Context: an optimization exercise on an open-source flow, tuned for small area, a short achievable clock period and few clock cycles. The choices shown serve that exercise and are no tape-out recipe. In this exercise RTL edits were held to simulation tests only and were not proved equivalent to the original. Power figures rest on the tool's default switching activity, not on a simulated workload.

<file path="flow/run.sh">
#!/bin/bash
# synth_recipe.tcl (not shown) runs the flow's synth.tcl, then flattens the netlist and writes it again
# the make line also repeats each setting of config.mk as NAME=value (left out here)
make -C /OpenROAD-flow-scripts/flow DESIGN_CONFIG=/design/flow/config.mk WORK_HOME=/design/flow/orfs CLKGATE_MAP_FILE= SYNTH_SCRIPT=/design/flow/synth_recipe.tcl finish
</file>
<file path="flow/config.mk">
export PLATFORM = sky130hd
export DESIGN_NAME = row_peak_valley_detector
export DESIGN_NICKNAME = row_peak_valley_detector
export VERILOG_FILES = /design/flow/design.v
export SDC_FILE = /design/flow/constraint.sdc
export NUM_CORES = 4
export LEC_CHECK = 0
export CAP_MARGIN = 20
export CORE_MARGIN = 2
export CORE_UTILIZATION = 40
export PLACE_DENSITY = 0.6
export SETUP_SLACK_MARGIN = 0.5
export SLEW_MARGIN = 20
</file>
<file path="flow/constraint.sdc">
create_clock -name core_clock -period 10.0 [get_ports {clk}]
set_input_delay 2.0000 -clock core_clock [delete_from_list [all_inputs] [get_ports {clk}]]
set_output_delay 2.0000 -clock core_clock [all_outputs]
set_load 0.01 [all_outputs]
</file>
<file path="flow/design.v">
package rpvd_pkg;
    localparam int COLUMN_BITS    = 12;
    localparam int ROW_BITS       = 12;
    localparam int VALUE_BITS     = 32;
    localparam int THRESHOLD_BITS = 31;
    localparam int BOUND_BITS     = 32;
    localparam int CFG_INDEX_BITS = 3;
    localparam int CFG_DATA_BITS  = 32;
    typedef enum logic [CFG_INDEX_BITS-1:0] {
        REG_THRESHOLD          = 3'd0,
        REG_PEAK_GATE_ENABLE   = 3'd1,
        REG_PEAK_FLOOR         = 3'd2,
        REG_VALLEY_GATE_ENABLE = 3'd3,
        REG_VALLEY_CEILING     = 3'd4
    } cfg_reg_t;
    typedef struct packed {
        logic [THRESHOLD_BITS-1:0] threshold;
        logic                      peak_gate_enable;
        logic [BOUND_BITS-1:0]     peak_floor;
        logic                      valley_gate_enable;
        logic [BOUND_BITS-1:0]     valley_ceiling;
    } cfg_t;
    typedef struct packed {
        logic                   is_valley;
        logic [COLUMN_BITS-1:0] column;
        logic [ROW_BITS-1:0]    row;
        logic [VALUE_BITS-1:0]  value;
    } result_t;
endpackage
module rpvd_cfg (
    input  logic                                clk,
    input  logic                                rst_n,
    input  logic                                cfg_valid,
    output logic                                cfg_ready,
    input  logic [rpvd_pkg::CFG_INDEX_BITS-1:0] cfg_index,
    input  logic [rpvd_pkg::CFG_DATA_BITS-1:0]  cfg_data,
    output rpvd_pkg::cfg_t                      cfg
);
    rpvd_pkg::cfg_t cfg_reg;
    rpvd_pkg::cfg_t cfg_next;
    assign cfg_ready = 1'b1;
    assign cfg       = cfg_reg;
    always_comb
    begin
        cfg_next = cfg_reg;
        if (cfg_valid)
        begin
            unique case (cfg_index)
                rpvd_pkg::REG_THRESHOLD:
                    cfg_next.threshold = cfg_data[rpvd_pkg::THRESHOLD_BITS-1:0];
                rpvd_pkg::REG_PEAK_GATE_ENABLE:
                    cfg_next.peak_gate_enable = cfg_data[0];
                rpvd_pkg::REG_PEAK_FLOOR:
                    cfg_next.peak_floor = cfg_data[rpvd_pkg::BOUND_BITS-1:0];
                rpvd_pkg::REG_VALLEY_GATE_ENABLE:
                    cfg_next.valley_gate_enable = cfg_data[0];
                rpvd_pkg::REG_VALLEY_CEILING:
                    cfg_next.valley_ceiling = cfg_data[rpvd_pkg::BOUND_BITS-1:0];
                default:
                    cfg_next = cfg_reg;
            endcase
        end
    end
    always_ff @(posedge clk or negedge rst_n)
    begin
        if (!rst_n)
        begin
            cfg_reg <= '0;
        end
        else
        begin
            cfg_reg <= cfg_next;
        end
    end
endmodule
module rpvd_core #(
    parameter int MAX_COLUMNS = 4096,
    parameter int MAX_ROWS    = 4096,
    parameter int SAMPLE_BITS = 32
) (
    input  logic                   clk,
    input  logic                   rst_n,
    input  logic                   sample_valid,
    output logic                   sample_ready,
    input  logic [SAMPLE_BITS-1:0] sample,
    input  logic                   row_start,
    input  logic                   frame_start,
    input  rpvd_pkg::cfg_t         cfg,
    input  logic                   advance,
    output logic                   event_valid,
    output rpvd_pkg::result_t      event_data
);
    localparam int CW = $clog2(MAX_COLUMNS);
    localparam int RW = (MAX_ROWS > 1) ? $clog2(MAX_ROWS) : 1;
    localparam int VX = (SAMPLE_BITS > rpvd_pkg::VALUE_BITS) ? SAMPLE_BITS : rpvd_pkg::VALUE_BITS;
    localparam int AW = VX + 2;
    localparam int CX = (CW > rpvd_pkg::COLUMN_BITS) ? CW : rpvd_pkg::COLUMN_BITS;
    localparam int RX = (RW > rpvd_pkg::ROW_BITS) ? RW : rpvd_pkg::ROW_BITS;
    localparam logic [CW-1:0] COL_LAST = CW'(MAX_COLUMNS - 1);
    localparam logic [RW-1:0] ROW_LAST = RW'(MAX_ROWS - 1);
    logic                          in_valid_reg;
    logic signed [SAMPLE_BITS-1:0] sample_reg;
    logic                          row_start_reg;
    logic                          frame_start_reg;
    logic signed [SAMPLE_BITS-1:0] max_value_reg, max_value_next;
    logic signed [SAMPLE_BITS-1:0] min_value_reg, min_value_next;
    logic [CW-1:0]                 max_column_reg, max_column_next;
    logic [CW-1:0]                 min_column_reg, min_column_next;
    logic [CW-1:0]                 column_count_reg, column_count_next;
    logic [RW-1:0]                 row_count_reg, row_count_next;
    logic                          seeking_max_reg, seeking_max_next;
    logic signed [SAMPLE_BITS-1:0] max_upd, min_upd;
    logic [CW-1:0]                 max_col_upd, min_col_upd;
    logic                          seek_upd;
    logic                  proc;
    logic                  line_start;
    logic signed [AW-1:0]  s_ext, thr_ext, max_ext, min_ext, max_reg_ext, min_reg_ext;
    logic signed [AW-1:0]  floor_ext, ceiling_ext;
    logic                  peak_hit, valley_hit, peak_ok, valley_ok;
    logic signed [VX-1:0]  max_wide, min_wide;
    logic [CX-1:0]         max_col_wide, min_col_wide;
    logic [RX-1:0]         row_wide;
    assign proc         = in_valid_reg && advance;
    assign sample_ready = !in_valid_reg || advance;
    assign line_start   = row_start_reg || frame_start_reg;
    assign s_ext       = AW'(sample_reg);
    assign thr_ext     = AW'(cfg.threshold);
    assign max_reg_ext = AW'(max_value_reg);
    assign min_reg_ext = AW'(min_value_reg);
    assign max_ext     = AW'(max_upd);
    assign min_ext     = AW'(min_upd);
    assign floor_ext   = AW'(signed'(cfg.peak_floor));
    assign ceiling_ext = AW'(signed'(cfg.valley_ceiling));
    always_ff @(posedge clk or negedge rst_n)
    begin
        if (!rst_n)
        begin
            in_valid_reg <= 1'b0;
        end
        else if (sample_ready)
        begin
            in_valid_reg <= sample_valid;
        end
    end
    always_ff @(posedge clk)
    begin
        if (sample_ready && sample_valid)
        begin
            sample_reg      <= sample;
            row_start_reg   <= row_start;
            frame_start_reg <= frame_start;
        end
    end
    always_comb
    begin
        column_count_next = column_count_reg;
        row_count_next    = row_count_reg;
        seek_upd          = seeking_max_reg;
        if (frame_start_reg)
        begin
            row_count_next    = '0;
            column_count_next = '0;
            seek_upd          = 1'b1;
        end
        else if (row_start_reg)
        begin
            if (row_count_reg != ROW_LAST)
            begin
                row_count_next = row_count_reg + 1'b1;
            end
            column_count_next = '0;
        end
        else if (column_count_reg != COL_LAST)
        begin
            column_count_next = column_count_reg + 1'b1;
        end
        max_upd     = max_value_reg;
        max_col_upd = max_column_reg;
        min_upd     = min_value_reg;
        min_col_upd = min_column_reg;
        if (line_start)
        begin
            max_upd     = sample_reg;
            max_col_upd = column_count_next;
            min_upd     = sample_reg;
            min_col_upd = column_count_next;
        end
        else
        begin
            if (s_ext > max_reg_ext)
            begin
                max_upd     = sample_reg;
                max_col_upd = column_count_next;
            end
            if (s_ext < min_reg_ext)
            begin
                min_upd     = sample_reg;
                min_col_upd = column_count_next;
            end
        end
    end
    assign peak_hit   = seek_upd && (s_ext < (max_ext - thr_ext));
    assign valley_hit = !seek_upd && (s_ext > (min_ext + thr_ext));
    assign peak_ok    = (max_col_upd != '0) && (!cfg.peak_gate_enable || (max_ext > floor_ext));
    assign valley_ok  = (min_col_upd != '0)
                        && (!cfg.valley_gate_enable || (min_ext < ceiling_ext));
    always_comb
    begin
        max_value_next   = max_upd;
        max_column_next  = max_col_upd;
        min_value_next   = min_upd;
        min_column_next  = min_col_upd;
        seeking_max_next = seek_upd;
        if (peak_hit)
        begin
            min_value_next   = sample_reg;
            min_column_next  = column_count_next;
            seeking_max_next = 1'b0;
        end
        else if (valley_hit)
        begin
            max_value_next   = sample_reg;
            max_column_next  = column_count_next;
            seeking_max_next = 1'b1;
        end
    end
    assign max_wide     = VX'(max_upd);
    assign min_wide     = VX'(min_upd);
    assign max_col_wide = CX'(max_col_upd);
    assign min_col_wide = CX'(min_col_upd);
    assign row_wide     = RX'(row_count_next);
    assign event_valid = proc && ((peak_hit && peak_ok) || (valley_hit && valley_ok));
    always_comb
    begin
        event_data.is_valley = valley_hit;
        event_data.row       = row_wide[rpvd_pkg::ROW_BITS-1:0];
        if (valley_hit)
        begin
            event_data.column = min_col_wide[rpvd_pkg::COLUMN_BITS-1:0];
            event_data.value  = min_wide[rpvd_pkg::VALUE_BITS-1:0];
        end
        else
        begin
            event_data.column = max_col_wide[rpvd_pkg::COLUMN_BITS-1:0];
            event_data.value  = max_wide[rpvd_pkg::VALUE_BITS-1:0];
        end
    end
    always_ff @(posedge clk or negedge rst_n)
    begin
        if (!rst_n)
        begin
            max_value_reg    <= '0;
            max_column_reg   <= '0;
            min_value_reg    <= '0;
            min_column_reg   <= '0;
            column_count_reg <= '0;
            row_count_reg    <= '0;
            seeking_max_reg  <= 1'b1;
        end
        else if (proc)
        begin
            max_value_reg    <= max_value_next;
            max_column_reg   <= max_column_next;
            min_value_reg    <= min_value_next;
            min_column_reg   <= min_column_next;
            column_count_reg <= column_count_next;
            row_count_reg    <= row_count_next;
            seeking_max_reg  <= seeking_max_next;
        end
    end
endmodule
module rpvd_out (
    input  logic                                clk,
    input  logic                                rst_n,
    input  logic                                event_valid,
    input  rpvd_pkg::result_t                   event_data,
    output logic                                advance,
    output logic                                result_valid,
    input  logic                                result_ready,
    output logic                                is_valley,
    output logic [rpvd_pkg::COLUMN_BITS-1:0]    column,
    output logic [rpvd_pkg::ROW_BITS-1:0]       row,
    output logic [rpvd_pkg::VALUE_BITS-1:0]     value
);
    logic    result_valid_reg;
    rpvd_pkg::result_t result_reg;
    assign advance      = !result_valid_reg || result_ready;
    assign result_valid = result_valid_reg;
    assign is_valley    = result_reg.is_valley;
    assign column       = result_reg.column;
    assign row          = result_reg.row;
    assign value        = result_reg.value;
    always_ff @(posedge clk or negedge rst_n)
    begin
        if (!rst_n)
        begin
            result_valid_reg <= 1'b0;
        end
        else if (advance)
        begin
            result_valid_reg <= event_valid;
        end
    end
    always_ff @(posedge clk)
    begin
        if (advance && event_valid)
        begin
            result_reg <= event_data;
        end
    end
endmodule
module row_peak_valley_detector #(
    parameter int MAX_COLUMNS = 4096,
    parameter int MAX_ROWS    = 4096,
    parameter int SAMPLE_BITS = 32
) (
    input  logic                                clk,
    input  logic                                rst_n,
    input  logic                                cfg_valid,
    output logic                                cfg_ready,
    input  logic [rpvd_pkg::CFG_INDEX_BITS-1:0] cfg_index,
    input  logic [rpvd_pkg::CFG_DATA_BITS-1:0]  cfg_data,
    input  logic                                sample_valid,
    output logic                                sample_ready,
    input  logic [SAMPLE_BITS-1:0]              sample,
    input  logic                                row_start,
    input  logic                                frame_start,
    output logic                                result_valid,
    input  logic                                result_ready,
    output logic                                is_valley,
    output logic [rpvd_pkg::COLUMN_BITS-1:0]    column,
    output logic [rpvd_pkg::ROW_BITS-1:0]       row,
    output logic [rpvd_pkg::VALUE_BITS-1:0]     value
);
    rpvd_pkg::cfg_t    cfg;
    logic    advance;
    logic    event_valid;
    rpvd_pkg::result_t event_data;
    rpvd_cfg u_cfg (
        .clk       (clk),
        .rst_n     (rst_n),
        .cfg_valid (cfg_valid),
        .cfg_ready (cfg_ready),
        .cfg_index (cfg_index),
        .cfg_data  (cfg_data),
        .cfg       (cfg)
    );
    rpvd_core #(
        .MAX_COLUMNS (MAX_COLUMNS),
        .MAX_ROWS    (MAX_ROWS),
        .SAMPLE_BITS (SAMPLE_BITS)
    ) u_core (
        .clk          (clk),
        .rst_n        (rst_n),
        .sample_valid (sample_valid),
        .sample_ready (sample_ready),
        .sample       (sample),
        .row_start    (row_start),
        .frame_start  (frame_start),
        .cfg          (cfg),
        .advance      (advance),
        .event_valid  (event_valid),
        .event_data   (event_data)
    );
    rpvd_out u_out (
        .clk          (clk),
        .rst_n        (rst_n),
        .event_valid  (event_valid),
        .event_data   (event_data),
        .advance      (advance),
        .result_valid (result_valid),
        .result_ready (result_ready),
        .is_valley    (is_valley),
        .column       (column),
        .row          (row),
        .value        (value)
    );
endmodule
</file>
==> results.txt <==
-- power by group through the flow --
stage	clock network [mW]	registers, mW	logic [mW]
after floorplan	0	1.72	2.10
after global placement	0	1.75	2.95
after detailed placement	0	1.76	2.99
after CTS	1.49	1.74	3.03
after global routing	1.53	1.77	3.41
final	1.46	1.74	3.06
-- cells in the mapped netlist (all sizes together) (19+ instances only) --
| library cell | n |
|---|---|
| ha | 255 |
| nand2 | 238 |
| dfrtp | 211 |
| o21ai | 211 |
| inv | 202 |
| mux2 | 135 |
| a21oi | 111 |
| nor2 | 94 |
| edfxtp | 91 |
| a21o | 81 |
| clkbuf | 44 |
| nand4 | 43 |
| xor2 | 40 |
| xnor2 | 29 |
| nor2b | 28 |
| nand3 | 25 |
| o21a | 23 |
| o211ai | 20 |
| mux2i | 19 |
-- worst max path at each step --
stage,startpoint,to,cells past startpoint
final,u_core.sample_reg[9],u_core.min_value_reg[16],30
after floorplan,u_core.sample_reg[31],u_out.result_reg[0],30
after detailed placement,u_core.sample_reg[13],u_core.min_value_reg[21],30
after global routing,u_core.sample_reg[31],u_core.max_value_reg[2],35
after CTS,u_core.sample_reg[9],u_core.min_value_reg[16],31
after global placement,u_core.sample_reg[15],u_core.min_value_reg[20],30
-- per-layer routing --
layer	track usage	vias to the layer above
met5	0	-
met4	0.0698	0
met3	0.0288	103
met2	0.388	452
met1	0.318	8021
li1	-	7914
-- cell families after synthesis --
group | count (synthesis) | share of synthesized area
compound gates | 563 | 0.172
simple gates | 513 | 0.115
flops | 303 | 0.392
buf+inv | 262 | 0.0499
fa+ha+maj | 257 | 0.158
mux | 154 | 0.0835
xor+xnor | 69 | 0.0295
other cells | 1 | 0.000183
-- worst max-delay path, delay by kind of cell, from the launching register on --
kind,cells,cell delay [ns]
AOI/OAI and AO/OA,19,5.46
adders and majority gates,3,1.05
buffers and inverters,1,0.33
DFF,1,0.54
muxes,2,0.77
and+or+nand+nor,5,0.84
-- cell type report --
cell class / instances / area [um^2] / share of cell area
flip-flops and latches: 303 / 8040 / 0.334
clock inverters: 14 / 210 / 0.00874
inverters: 202 / 758 / 0.0315
well taps: 672 / 841 / 0.0350
multi-input cells: 1557 / 11500 / 0.479
repair buffers: 164 / 1600 / 0.0663
clock buffers: 54 / 1090 / 0.0454
-- repair_timing --
item	in CTS	in global routing
buffers inserted	0	8
resized for setup	4	9
endpoints found under the setup margin	89	181
pin swaps	0	3
==> reports/results.tsv <==
metric	value	unit
worst-r2r-cell-count	30	
io_pins	134	
r2r-end	u_core.min_value_reg[16]	
cts_hold_buf	0	
h-tree-depth	2	
synth_nets	2453	
wl_met1	28.2	mm
rsz0062_at_grt	false	
antenna_found_initial	0	
p_leak	10.8	nW
dieWidth	230	um
r2r_setup_slack	0.83	ns
drive_gt1_frac	0.0994	
crit_type	flop to flop	
clock-sinks	303	
grt_pass1_wl	96.6	mm
netlist-cell-type-count	73	
cts_buffer_depth	3	
power_frac_comb	0.490	
fmax	0.109	GHz
power-per-cell-area	260	mW/mm^2
grt_usage	0.234	
critPathRequiredTime	10.44	ns
core	0.0504	mm^2
clk_pin_slew	0.06	ns
hpwlAfterDp	46.2	mm
port_buffers	132	
worstMarginPinSlew	0.963	ns
postRouteAntennaNets	0	
insertedDiodeCount	0	
wl_per_cell	20.8	um
hold_path_end	u_core.max_value_reg[26]	
drt_wl_total	61.7	mm
hold_viol	0	
synth.avg_cell_area	9.65	um^2
numCtsBuffers	37	
ys.flop_type	dfrtp_1	
setup_violations	0	
syn_area	0.0205	mm^2
min_path_cells	1	
yosysTopAreaCell	dfrtp_1	
max_stage_delay	0.54	ns
cp_max_fo	27	
drt-vias-per-instance	5.56	
gp_congestion	0.938	
yosys-top-cells-area	dfrtp_1, ha_1, edfxtp_1	
worst_ep_arrival_time	9.61	ns
vdd_drop_max	0.118	mV
cts_tree	done	
switchingPower	2.51	mW
sw_frac_of_total	0.401	
drtIter0Drc	1446	
mostFrequentLayoutCells	ha_1, nand2_1, dfrtp_1	
start_util	0.407	
vias	16500	
final_area	0.0241	mm^2
grt_max_degree	84	
place_inst	2890	
critPathMostFrequentCell	o21ai_0	
clk_latency	0.56	ns
cpMaxStageDelayCell	edfxtp_1	
intPower	3.75	mW
place_ws	0.126	ns
dr_wl_met3	2.86	mm
routed.top_layer	met4	
async_flop_share	0.700	
slew-limit-headroom	0.358	
cp-start-kind	flop	
fin_crit	9.17	ns
r2r_start	u_core.sample_reg[9]	
cts_root_buffer	clkbuf_16	
setup_tns	0	ns
dieArea	0.0530	mm^2
fin_cells	2966	
fillCellCount	4758	
grt-ovfl-total	0	
finalCritPeriodShare	0.917	
finalMaxSlewViolations	0	
grt_pass1_vias	16600	
netlist_instances	2122	
maxCapViolations	0	
placementRows	82	
power_frac_seq	0.278	
synth_edf_count	91	
dr.pass1.iters	5	
fin_ws	0.825	ns
cp-end-kind	flop	
place_area	0.0226	mm^2
route.met2.wl	28.9	mm
drc_errors	0	
largest_reg_flops	97	
hold_slack	0.490	ns
holdCritPathClass	flop to flop	
yosys.area.top_type_share	0.258	
p_clk_frac	0.233	
ys_ff_latch	303	
p_total	6.26	mW
hp-start	u_core.max_value_reg[26]	
layout_commonest_cell	ha_1	
yosysWarnings	3	
die_h	230	um
num-nets-final	2596	
area_growth	17.4	%
yosysSeqAreaShare	0.392	
status	complete, no violations	
fin_util	0.477	
finalClockSkew	0.0229	ns
Testbench counts, summed over its fixed seeds: cycles 64,112.

==> what the ideal ports hide <==
The flow's constraints put no driver on any port. The routed layout listed below was extracted and timed again, unchanged, in two steps.
Step 1: set_driving_cell puts a clkbuf_16 on clk and a buf_2 on each other input, an assumption about the parent block.
Step 2 moves the port delays by t, midway between the first and last clock arrival at a register: inputs arrive t later, outputs are due t later. That takes back most of the time a late clock gives input paths.
a / b / c = ideal ports / drivers / drivers and shift; a / b = the first two.
t (ns): 0.613
setup WS [ns]: 0.825 / 0.825 / 0.825
hold WS [ns]: 0.490 / 0.490 / 0.490
worst setup path at the end: register to register
worst data-port slew with drivers (ns): 0.05
After both steps setup and hold are still met in this run. For this run, drivers alone change the setup slack by 0.000 ns; drivers and shift together by 0.000 ns.
